This is an optimization exercise on Yosys and OpenROAD, whose aim is small area, not a production implementation.
Only simulation tests tie the RTL to the original design; equivalence was not proved.

`design/flow/config.mk`:
```
export PLATFORM = sky130hd
export DESIGN_NAME = cpu_core
export DESIGN_NICKNAME = cpu_core
export VERILOG_FILES = /design/flow/design.v
export SDC_FILE = /design/flow/constraint.sdc
export NUM_CORES = 4
export LEC_CHECK = 0
export CAP_MARGIN = 20
export CORE_MARGIN = 2
export CORE_UTILIZATION = 40
export SLEW_MARGIN = 20
```
`design/flow/constraint.sdc`:
```
create_clock -name core_clock -period 6.0 [get_ports {clk}]
set_input_delay 1.2000 -clock core_clock [delete_from_list [all_inputs] [get_ports {clk}]]
set_output_delay 1.2000 -clock core_clock [all_outputs]
set_load 0.01 [all_outputs]
```
`design/flow/design.v`:
```
`default_nettype none
package core_pkg;
	typedef enum logic [3:0] {
		ALU_ADD,
		ALU_SUB,
		ALU_AND,
		ALU_OR,
		ALU_XOR,
		ALU_SLT,
		ALU_SLL,
		ALU_LUI
	} alu_op_t;
	typedef struct packed {
		logic                  valid;
		logic [32-1:0] pc;
		logic [32-1:0] inst;
	} fetch_pkt_t;
	typedef struct packed {
		logic                     valid;
		logic [32-1:0]    pc;
		alu_op_t                  alu_op;
		logic [32-1:0]    op_a;
		logic [32-1:0]    op_b;
		logic                     wen;
		logic [5-1:0] rd;
	} exec_pkt_t;
	typedef struct packed {
		logic                     valid;
		logic [32-1:0]    pc;
		logic                     wen;
		logic [5-1:0] rd;
		logic [32-1:0]    result;
	} wb_pkt_t;
endpackage
`default_nettype wire
`timescale 1ns/1ps
`default_nettype none
module inst_fetch (
	input  wire logic                  clk,
	input  wire logic                  resetn,
	output logic                       inst_req,
	output logic [32-1:0]      inst_addr,
	input  wire logic                  inst_addr_ok,
	input  wire logic                  inst_data_ok,
	input  wire logic [32-1:0] inst_rdata,
	output logic [1:0]                 phase,
	output logic                       clear,     
	output logic                       run,       
	output logic [25:0]                ir,
	output logic [1:0]                 itype,
	output logic                       iwr,
	output logic [32-1:0]      pc         
);
	localparam logic [29:0] RESET_WPC = 30'(32'hbfc00000 >> 2);
	logic [29:0] wpc;
	logic [29:0] next_wpc;
	logic        outstanding;
	logic        ir_valid;
	logic        done;
	logic [1:0]  d_itype;
	logic        d_wr;
	assign inst_req  = !outstanding && (!ir_valid || (run && phase[1]));
	assign next_wpc  = wpc + {29'd0, ir_valid};
	assign inst_addr = {next_wpc, 2'b00};
	assign pc        = {wpc, 2'b00};
	assign done      = run && phase == 2'd3;
	always_ff @(posedge clk)
	begin
		if (!resetn)
		begin
			phase       <= 2'd0;
			clear       <= 1'b1;
			wpc         <= RESET_WPC;
			outstanding <= 1'b0;
			ir_valid    <= 1'b0;
			run         <= 1'b0;
		end
		else
		begin
			phase <= phase + 2'd1;
			if (phase == 2'd3)
			begin
				clear <= 1'b0;
				run   <= inst_data_ok || (ir_valid && !run);
			end
			if (done)
				wpc <= next_wpc;
			if (inst_req && inst_addr_ok)
				outstanding <= 1'b1;
			else if (inst_data_ok)
				outstanding <= 1'b0;
			if (inst_data_ok)
				ir_valid <= 1'b1;
			else if (done)
				ir_valid <= 1'b0;
		end
	end
	inst_decode u_decode (
		.inst  (inst_rdata),
		.itype (d_itype   ),
		.wr    (d_wr      )
	);
	always_ff @(posedge clk)
	begin
		if (inst_data_ok)
		begin
			ir    <= inst_rdata[25:0];
			itype <= d_itype;
			iwr   <= d_wr;
		end
	end
endmodule
`default_nettype wire
`timescale 1ns/1ps
`default_nettype none
module inst_decode (
	input  wire logic [32-1:0] inst,
	output logic [1:0]                 itype,   
	output logic                       wr
);
	logic [5:0] opcode;
	logic [5:0] funct;
	logic       valid;
	logic [4:0] dst;
	assign opcode = inst[31:26];
	assign funct  = inst[5:0];
	always_comb
	begin
		itype = 2'd0;
		valid = 1'b0;
		case (opcode)
			6'h00: valid = funct == 6'h21 || funct == 6'h23 || funct == 6'h24 || funct == 6'h25 ||
				funct == 6'h26 || funct == 6'h2a || funct == 6'h00;
			6'h09: begin itype = 2'd1; valid = 1'b1; end
			6'h0d: begin itype = 2'd2; valid = 1'b1; end
			6'h0f: begin itype = 2'd3; valid = 1'b1; end
			default: valid = 1'b0;
		endcase
		dst = (opcode == 6'h00) ? inst[15:11] : inst[20:16];
		wr  = valid && dst != 5'd0;
	end
endmodule
`default_nettype wire
`timescale 1ns/1ps
`default_nettype none
module alu_execute (
	input  wire logic        clk,
	input  wire logic [1:0]  phase,
	input  wire logic [1:0]  itype,
	input  wire logic [15:0] imm,       
	input  wire logic [7:0]  rs_byte,
	input  wire logic [7:0]  rt_byte,
	output logic [7:0]       result,
	output logic             is_slt,
	output logic             slt        
);
	logic [5:0] funct;
	logic [4:0] sa;
	logic       special;
	logic       lui;
	logic       sub;
	logic [1:0] iph;
	logic [7:0] imm_byte;
	logic [7:0] a;
	logic [7:0] b;
	logic [7:0] sum;
	logic       cin;
	logic       cout;
	logic       carry;
	assign funct   = imm[5:0];
	assign sa      = imm[10:6];
	assign special = itype == 2'd0;
	assign lui     = itype == 2'd3;
	assign is_slt  = special && funct[3];
	assign sub     = special && funct[1] && !funct[2];
	assign iph = phase ^ {lui, 1'b0};
	always_comb
	begin
		case (iph)
			2'd0: imm_byte = imm[7:0];
			2'd1: imm_byte = imm[15:8];
			default: imm_byte = (itype == 2'd1) ? {8{imm[15]}} : 8'h00;
		endcase
	end
	assign a = lui ? 8'h00 : rs_byte;
	assign b = special ? rt_byte : imm_byte;
	assign cin = (phase == 2'd0) ? sub : carry;
	assign {cout, sum} = {1'b0, a} + {1'b0, b ^ {8{sub}}} + {8'h00, cin};
	always_ff @(posedge clk)
		carry <= cout;
	assign slt = (a[7] && !b[7]) || (!(a[7] ^ b[7]) && sum[7]);
	logic [7:0]  h1, h2, h3;
	logic [1:0]  q;
	logic [2:0]  r;
	logic [7:0]  x, y;
	logic [15:0] sh;
	always_ff @(posedge clk)
	begin
		h1 <= rt_byte;
		h2 <= h1;
		h3 <= h2;
	end
	assign q = sa[4:3];
	assign r = sa[2:0];
	always_comb
	begin
		case (q)
			2'd0: begin x = rt_byte; y = h1;    end
			2'd1: begin x = h1;      y = h2;    end
			2'd2: begin x = h2;      y = h3;    end
			default: begin x = h3;   y = 8'h00; end
		endcase
		if (q > phase)
			x = 8'h00;
		if (q >= phase)
			y = 8'h00;
		sh = {x, y} << r;
	end
	always_comb
	begin
		if (!special)
			result = (itype == 2'd1) ? sum : (a | b);
		else if (!funct[5])
			result = sh[15:8];
		else if (funct[3])
			result = 8'h00;
		else if (!funct[2])
			result = sum;
		else
			case (funct[1:0])
				2'd0: result = a & b;
				2'd1: result = a | b;
				default: result = a ^ b;
			endcase
	end
endmodule
`default_nettype wire
`timescale 1ns/1ps
`default_nettype none
module reg_file (
	input  wire logic                     clk,
	input  wire logic [5-1:0] raddr1,
	input  wire logic [5-1:0] raddr2,
	output logic [7:0]                    rdata1,
	output logic [7:0]                    rdata2,
	input  wire logic                     wr_all,    
	input  wire logic                     wr_one,    
	input  wire logic [5-1:0] waddr,
	input  wire logic [7:0]               wdata,
	input  wire logic                     set_bit0   
);
	logic [32-1:1][7:0] q0, q1, q2, q3;
	genvar r;
	generate
		for (r = 1; r < 32; r++)
		begin : g_reg
			logic we;
			assign we = wr_all || (wr_one && waddr == r);
			always_ff @(posedge clk)
			begin
				q0[r] <= {q1[r][7:1], q1[r][0] | (we && set_bit0)};
				q1[r] <= q2[r];
				q2[r] <= q3[r];
				q3[r] <= we ? wdata : q0[r];
			end
		end
	endgenerate
	assign rdata1 = (raddr1 == '0) ? 8'h00 : q0[raddr1];
	assign rdata2 = (raddr2 == '0) ? 8'h00 : q0[raddr2];
endmodule
`default_nettype wire
`timescale 1ns/1ps
`default_nettype none
module cpu_core (
	input  wire logic                  clk,
	input  wire logic                  resetn,
	output logic                       inst_req,
	output logic                       inst_wr,
	output logic [1:0]                 inst_size,
	output logic [32-1:0]      inst_addr,
	output logic [32-1:0]      inst_wdata,
	input  wire logic                  inst_addr_ok,
	input  wire logic                  inst_data_ok,
	input  wire logic [32-1:0] inst_rdata,
	output logic [32-1:0]      debug_wb_pc,
	output logic [3:0]                 debug_wb_rf_wen,
	output logic [4:0]                 debug_wb_rf_wnum,
	output logic [32-1:0]      debug_wb_rf_wdata
);
	logic [1:0]            phase;
	logic                  clear;
	logic                  run;
	logic [25:0]           ir;
	logic [1:0]            itype;
	logic                  iwr;
	logic [32-1:0] pc;
	logic [4:0]            dst;
	logic [7:0]            rs_byte;
	logic [7:0]            rt_byte;
	logic [7:0]            result;
	logic                  is_slt;
	logic                  slt;
	logic                  last;
	logic [23:0]           done_bytes;
	assign inst_wr    = 1'b0;
	assign inst_size  = 2'd2;
	assign inst_wdata = '0;
	inst_fetch u_fetch (
		.clk          (clk         ),
		.resetn       (resetn      ),
		.inst_req     (inst_req    ),
		.inst_addr    (inst_addr   ),
		.inst_addr_ok (inst_addr_ok),
		.inst_data_ok (inst_data_ok),
		.inst_rdata   (inst_rdata  ),
		.phase        (phase       ),
		.clear        (clear       ),
		.run          (run         ),
		.ir           (ir          ),
		.itype        (itype       ),
		.iwr          (iwr         ),
		.pc           (pc          )
	);
	assign dst  = (itype == 2'd0) ? ir[15:11] : ir[20:16];
	assign last = phase == 2'd3;
	alu_execute u_execute (
		.clk     (clk       ),
		.phase   (phase     ),
		.itype   (itype     ),
		.imm     (ir[15:0]  ),
		.rs_byte (rs_byte   ),
		.rt_byte (rt_byte   ),
		.result  (result    ),
		.is_slt  (is_slt    ),
		.slt     (slt       )
	);
	reg_file u_regs (
		.clk      (clk                         ),
		.raddr1   (ir[25:21]                   ),
		.raddr2   (ir[20:16]                   ),
		.rdata1   (rs_byte                     ),
		.rdata2   (rt_byte                     ),
		.wr_all   (clear                       ),
		.wr_one   (run && iwr                  ),
		.waddr    (dst                         ),
		.wdata    (clear ? 8'h00 : result      ),
		.set_bit0 (run && last && is_slt && slt)
	);
	always_ff @(posedge clk)
		done_bytes <= {result, done_bytes[23:8]};
	assign debug_wb_pc       = pc;
	assign debug_wb_rf_wen   = {4{run && last && iwr}};
	assign debug_wb_rf_wnum  = dst;
	assign debug_wb_rf_wdata = {result, done_bytes[23:1], done_bytes[0] | (is_slt && slt)};
endmodule
`default_nettype wire
```
`design/flow/run.sh`:
```
#!/bin/bash
# synth_recipe.tcl (not shown) runs the flow's synth.tcl, then flattens the netlist and writes it again
# the make line also repeats each setting of config.mk as NAME=value (left out here)
make -C /OpenROAD-flow-scripts/flow DESIGN_CONFIG=/design/flow/config.mk WORK_HOME=/design/flow/orfs CLKGATE_MAP_FILE= SYNTH_SCRIPT=/design/flow/synth_recipe.tcl finish
```
==> run summary <==
report_power, final:
part / switching [W] / internal, W
sequential: 0.0000481 / 0.00745
combinational: 0.00101 / 0.000703
clock: 0.00284 / 0.00400
cells by family (layout without fill, tap and decap cells):
logic type / count (synthesis) / count (layout)
simple gates: 726 / 726
buf+inv: 308 / 720
compound gates: 709 / 709
flops: 1106 / 1106
mux: 167 / 167
xor+xnor: 73 / 73
fa+ha+maj: 36 / 36
other cells: 2 / 39
sequential cells by signal (all words and copies together) (netlist names), 2 cells and up:
signal,count
done_bytes,24
u_fetch.wpc,30
u_regs.q3,248
u_regs.q2,248
u_execute.h1,8
u_execute.h2,8
u_regs.q1,248
u_execute.h3,8
u_regs.q0,248
u_fetch.ir,26
u_fetch.phase,2
u_fetch.itype,2
cell usage in the layout, fill, tap and decap left out, types with 9 or more instances in the layout:
master           instances
dfxtp_1               1076
buf_6                   12
edfxtp_1                29
clkbuf_1                19
nor3_1                  24
nor2_2                  11
bufinv_16               10
and3_1                  18
o21ai_2                 36
clkinv_2                18
and2_1                  24
a211oi_2                12
a311oi_1                24
ha_1                    31
nor2_1                 226
o21ai_0                215
a22oi_1                 20
nand2_1                276
a31oi_1                  9
xnor2_1                 44
a21oi_2                 53
inv_1                   47
clkbuf_16              105
a311o_1                 10
a211oi_1                13
buf_12                  10
a21o_1                  14
a21oi_1                159
nor2b_1                 18
clkbuf_8                26
xor2_1                  21
mux2i_1                 43
mux4_2                 109
buf_4                  312
conb_1                  39
o21bai_1                34
nand3_1                 60
clkdlybuf4s50_1        127
a221oi_1                12
what timing repair did:
action	4_1_cts	5_1_grt
gates cloned	1	0
resized for setup	105	11
setup buffers	37	9
setup endpoints to repair	10	9
pin swaps	49	18
endpoints found under the hold margin	0	0
critical path: stages (launching register included):
cell       delay, ns
edfxtp_1        0.38
buf_6           0.15
inv_12          0.06
ha_4            0.23
mux2i_2         0.16
mux4_2          0.49
or4b_1          0.47
nand4b_1        0.19
o21bai_4        0.18
o21ai_2         0.10
xnor2_1         0.15
buf_4           0.15
fa_2            0.38
a21o_1          0.17
a21oi_2         0.15
o21ai_1         0.09
a21oi_2         0.24
xor2_2          0.19
o21ai_1         0.08
a21oi_1         0.16
o2111ai_2       0.14
o31a_1          0.34
buf_2           0.17
metrics by stage:
stage	hold slack (ns)	util
after CTS	0.293	0.495
after global placement	0.310	0.448
after floorplan	0.310	-
after detailed placement	0.312	0.448
final	0.301	0.496
after global routing	0.311	0.496
worst max-delay path by stage:
stage,from,end,cells past startpoint
final,u_fetch.ir[16],debug_wb_rf_wdata[30],22
after global routing,u_fetch.ir[16],debug_wb_rf_wdata[29],23
after CTS,u_fetch.ir[16],debug_wb_rf_wdata[29],24
after detailed placement,u_fetch.ir[16],debug_wb_rf_wdata[29],24
after global placement,u_fetch.ir[16],debug_wb_rf_wdata[29],24
after floorplan,u_fetch.ir[16],debug_wb_rf_wdata[29],24
layer usage:
metal,wire length (um),track usage,vias to the layer above,part of all wire
li1,-,-,11600,-
met1,45100,0.293,11800,0.44
met2,45700,0.334,884,0.45
met3,7280,0.0493,208,0.072
met4,3660,0.0809,0,0.036
met5,0,0,-,0
final cells by class:
type | count | area [um2] | area share
Clock buffer | 150 | 3060 | 0.0685
Inverter | 58 | 236 | 0.00530
Sequential cell | 1106 | 22400 | 0.503
Multi-Input combinational cell | 1750 | 12800 | 0.287
Tap cell | 1176 | 1470 | 0.0330
Timing Repair Buffer | 468 | 4050 | 0.0906
Clock inverter | 44 | 594 | 0.0133
==> results.sh <==
export IMPL_final_nets=3560
export IMPL_fmax_mhz=150
export IMPL_synth_edf_count=29
export IMPL_grt_overflow_total=0
export IMPL_synth_compound_area_frac=0.130
export IMPL_clkTransAtPathRegs_ns=0.07
export IMPL_synth_common_cells="dfxtp_1, nand2_1, nor2_1"
export IMPL_max_slew_worst_pin_slew_ns=1.24
export IMPL_synth_top_area_share=0.593
export IMPL_cts_sinks=1106
export IMPL_rrSetupSlack_ns=0.45
export IMPL_wl_per_cell_um=21.4
export IMPL_synth_flop_cell="dfxtp_1"
export IMPL_synthAdderAreaFrac=0.0128
export IMPL_path_class="flop to primary output"
export IMPL_ant_nets=0
export IMPL_r2r_start="u_fetch.ir[16]"
export IMPL_cts_tree="built"
export IMPL_hold_violations=0
export IMPL_synthCells=3127
export IMPL_core_area_um2=90000
export IMPL_yosysUniqueCellTypes=102
export IMPL_min_from="u_regs.q2[126]"
export IMPL_synth_top_family_by_area="compound AO/OA/AOI/OAI gates"
export IMPL_clk_latency_ns=0.69
export IMPL_yosysMostFrequentCell="dfxtp_1"
export IMPL_maxSlewViolCount=0
export IMPL_failed_checks="setup timing"
export IMPL_cp_end_kind="primary output"
export IMPL_worstHoldEndpoint="u_regs.q1[126]"
export IMPL_hold_depth=0
export IMPL_netlist_area_um2=36400
export IMPL_viasPerCell=5.15
export IMPL_synthMuxAreaShare=0.0853
export IMPL_grt_pass1_wl_um=151000
export IMPL_finalSetupViolations=8
export IMPL_final_cells=4752
export IMPL_grt_max_degree=87
export IMPL_arrival_ns=5.48
export IMPL_dpl_hpwl_um=71900
export IMPL_cp_required_ns=4.80
export IMPL_rows=110
export IMPL_chipWidth_um=306
export IMPL_ys_seq_area_frac=0.617
export IMPL_reg2reg_to="u_regs.q3[246]"
export IMPL_synthSimpleGateAreaFrac=0.0899
export IMPL_antenna_found_initial=0
export IMPL_drive_gt1_frac=0.232
export IMPL_synth_top_cell_by_area="dfxtp_1"
export IMPL_power_w=0.0160
export IMPL_dieArea_um2=93300
export IMPL_gp_congestion=0.970
export IMPL_die_h_um=306
export IMPL_portBuffers=137
export IMPL_fillers=8034
export IMPL_cap_violations=0
export IMPL_synth_xor_xnor_area_share=0.0178
export IMPL_yosys_top_cells_area="dfxtp_1, mux4_2, o21ai_0"
export IMPL_dp_slack_ns=-0.856
export IMPL_path_max_fanout=7
export IMPL_avgSynthCellArea_um2=11.6
export IMPL_ys_async_sr_fraction=0
export IMPL_reg2regPathDepth=26
export IMPL_start_kind="flop"
export IMPL_grt_pass1_vias=23300
export IMPL_run_status="finished with violations"
export IMPL_wl_um=102000
export IMPL_leakagePower_nw=17.3
export IMPL_finalCriticalPeriod_ns=6.68
export IMPL_io_pins=177
export IMPL_ctsHoldBuffers=0
export IMPL_track_usage=0.215
export IMPL_cts_made_buffers=104
export IMPL_dr_pass1_iters=8
export IMPL_ir_drop_mv=0.330
export IMPL_finClkSkew_ns=0.0292
export IMPL_syn_to_final_growth_pct=22.7
export IMPL_vias=24500
export IMPL_powerDensity_nw_per_um2=359
export IMPL_period_share=1.11
export IMPL_cts_htree_levels=3
export IMPL_hp_class="flop to flop"
export IMPL_cts_root_buf="clkbuf_16"
export IMPL_drt_initial_drc_count=2084
export IMPL_grt_setup_unrepaired="yes"
export IMPL_antenna_cells=0
export IMPL_synth_warnings=5
export IMPL_tns_ns=-3.53
export IMPL_final_area_um2=44600
export IMPL_slew_headroom=0.172
export IMPL_synth_seq_cells=1106
export IMPL_cts_path_max_buffers=3
export IMPL_start_util=0.404
export IMPL_drcViolationCount=0
export IMPL_fin_ws_ns=-0.685
export IMPL_dp_cells=4511
export IMPL_dpl_instance_area_um2=40300

## port drivers added, routing unchanged
The flow's constraints put no driver on any port. The routed layout listed below was extracted and timed again, unchanged, in two steps.
Step 1 sets driving cells, clkbuf_16 on the clock port and buf_2 on the other inputs (assumed; they add their load-dependent delay and slew).
Step 2 also shifts input and output timing later by t, the mid clock arrival at the registers, as if the neighbouring blocks saw the same clock.
Slacks: no drivers / after step 1 / after step 2; pairs: no drivers / after step 1.
t, ns: 0.741
slack for setup (ns): -0.685 / -0.749 / -0.008
pins driven straight from the clock port: 1
For this run, drivers alone change the setup slack by -0.064 ns; drivers and shift together by +0.677 ns.
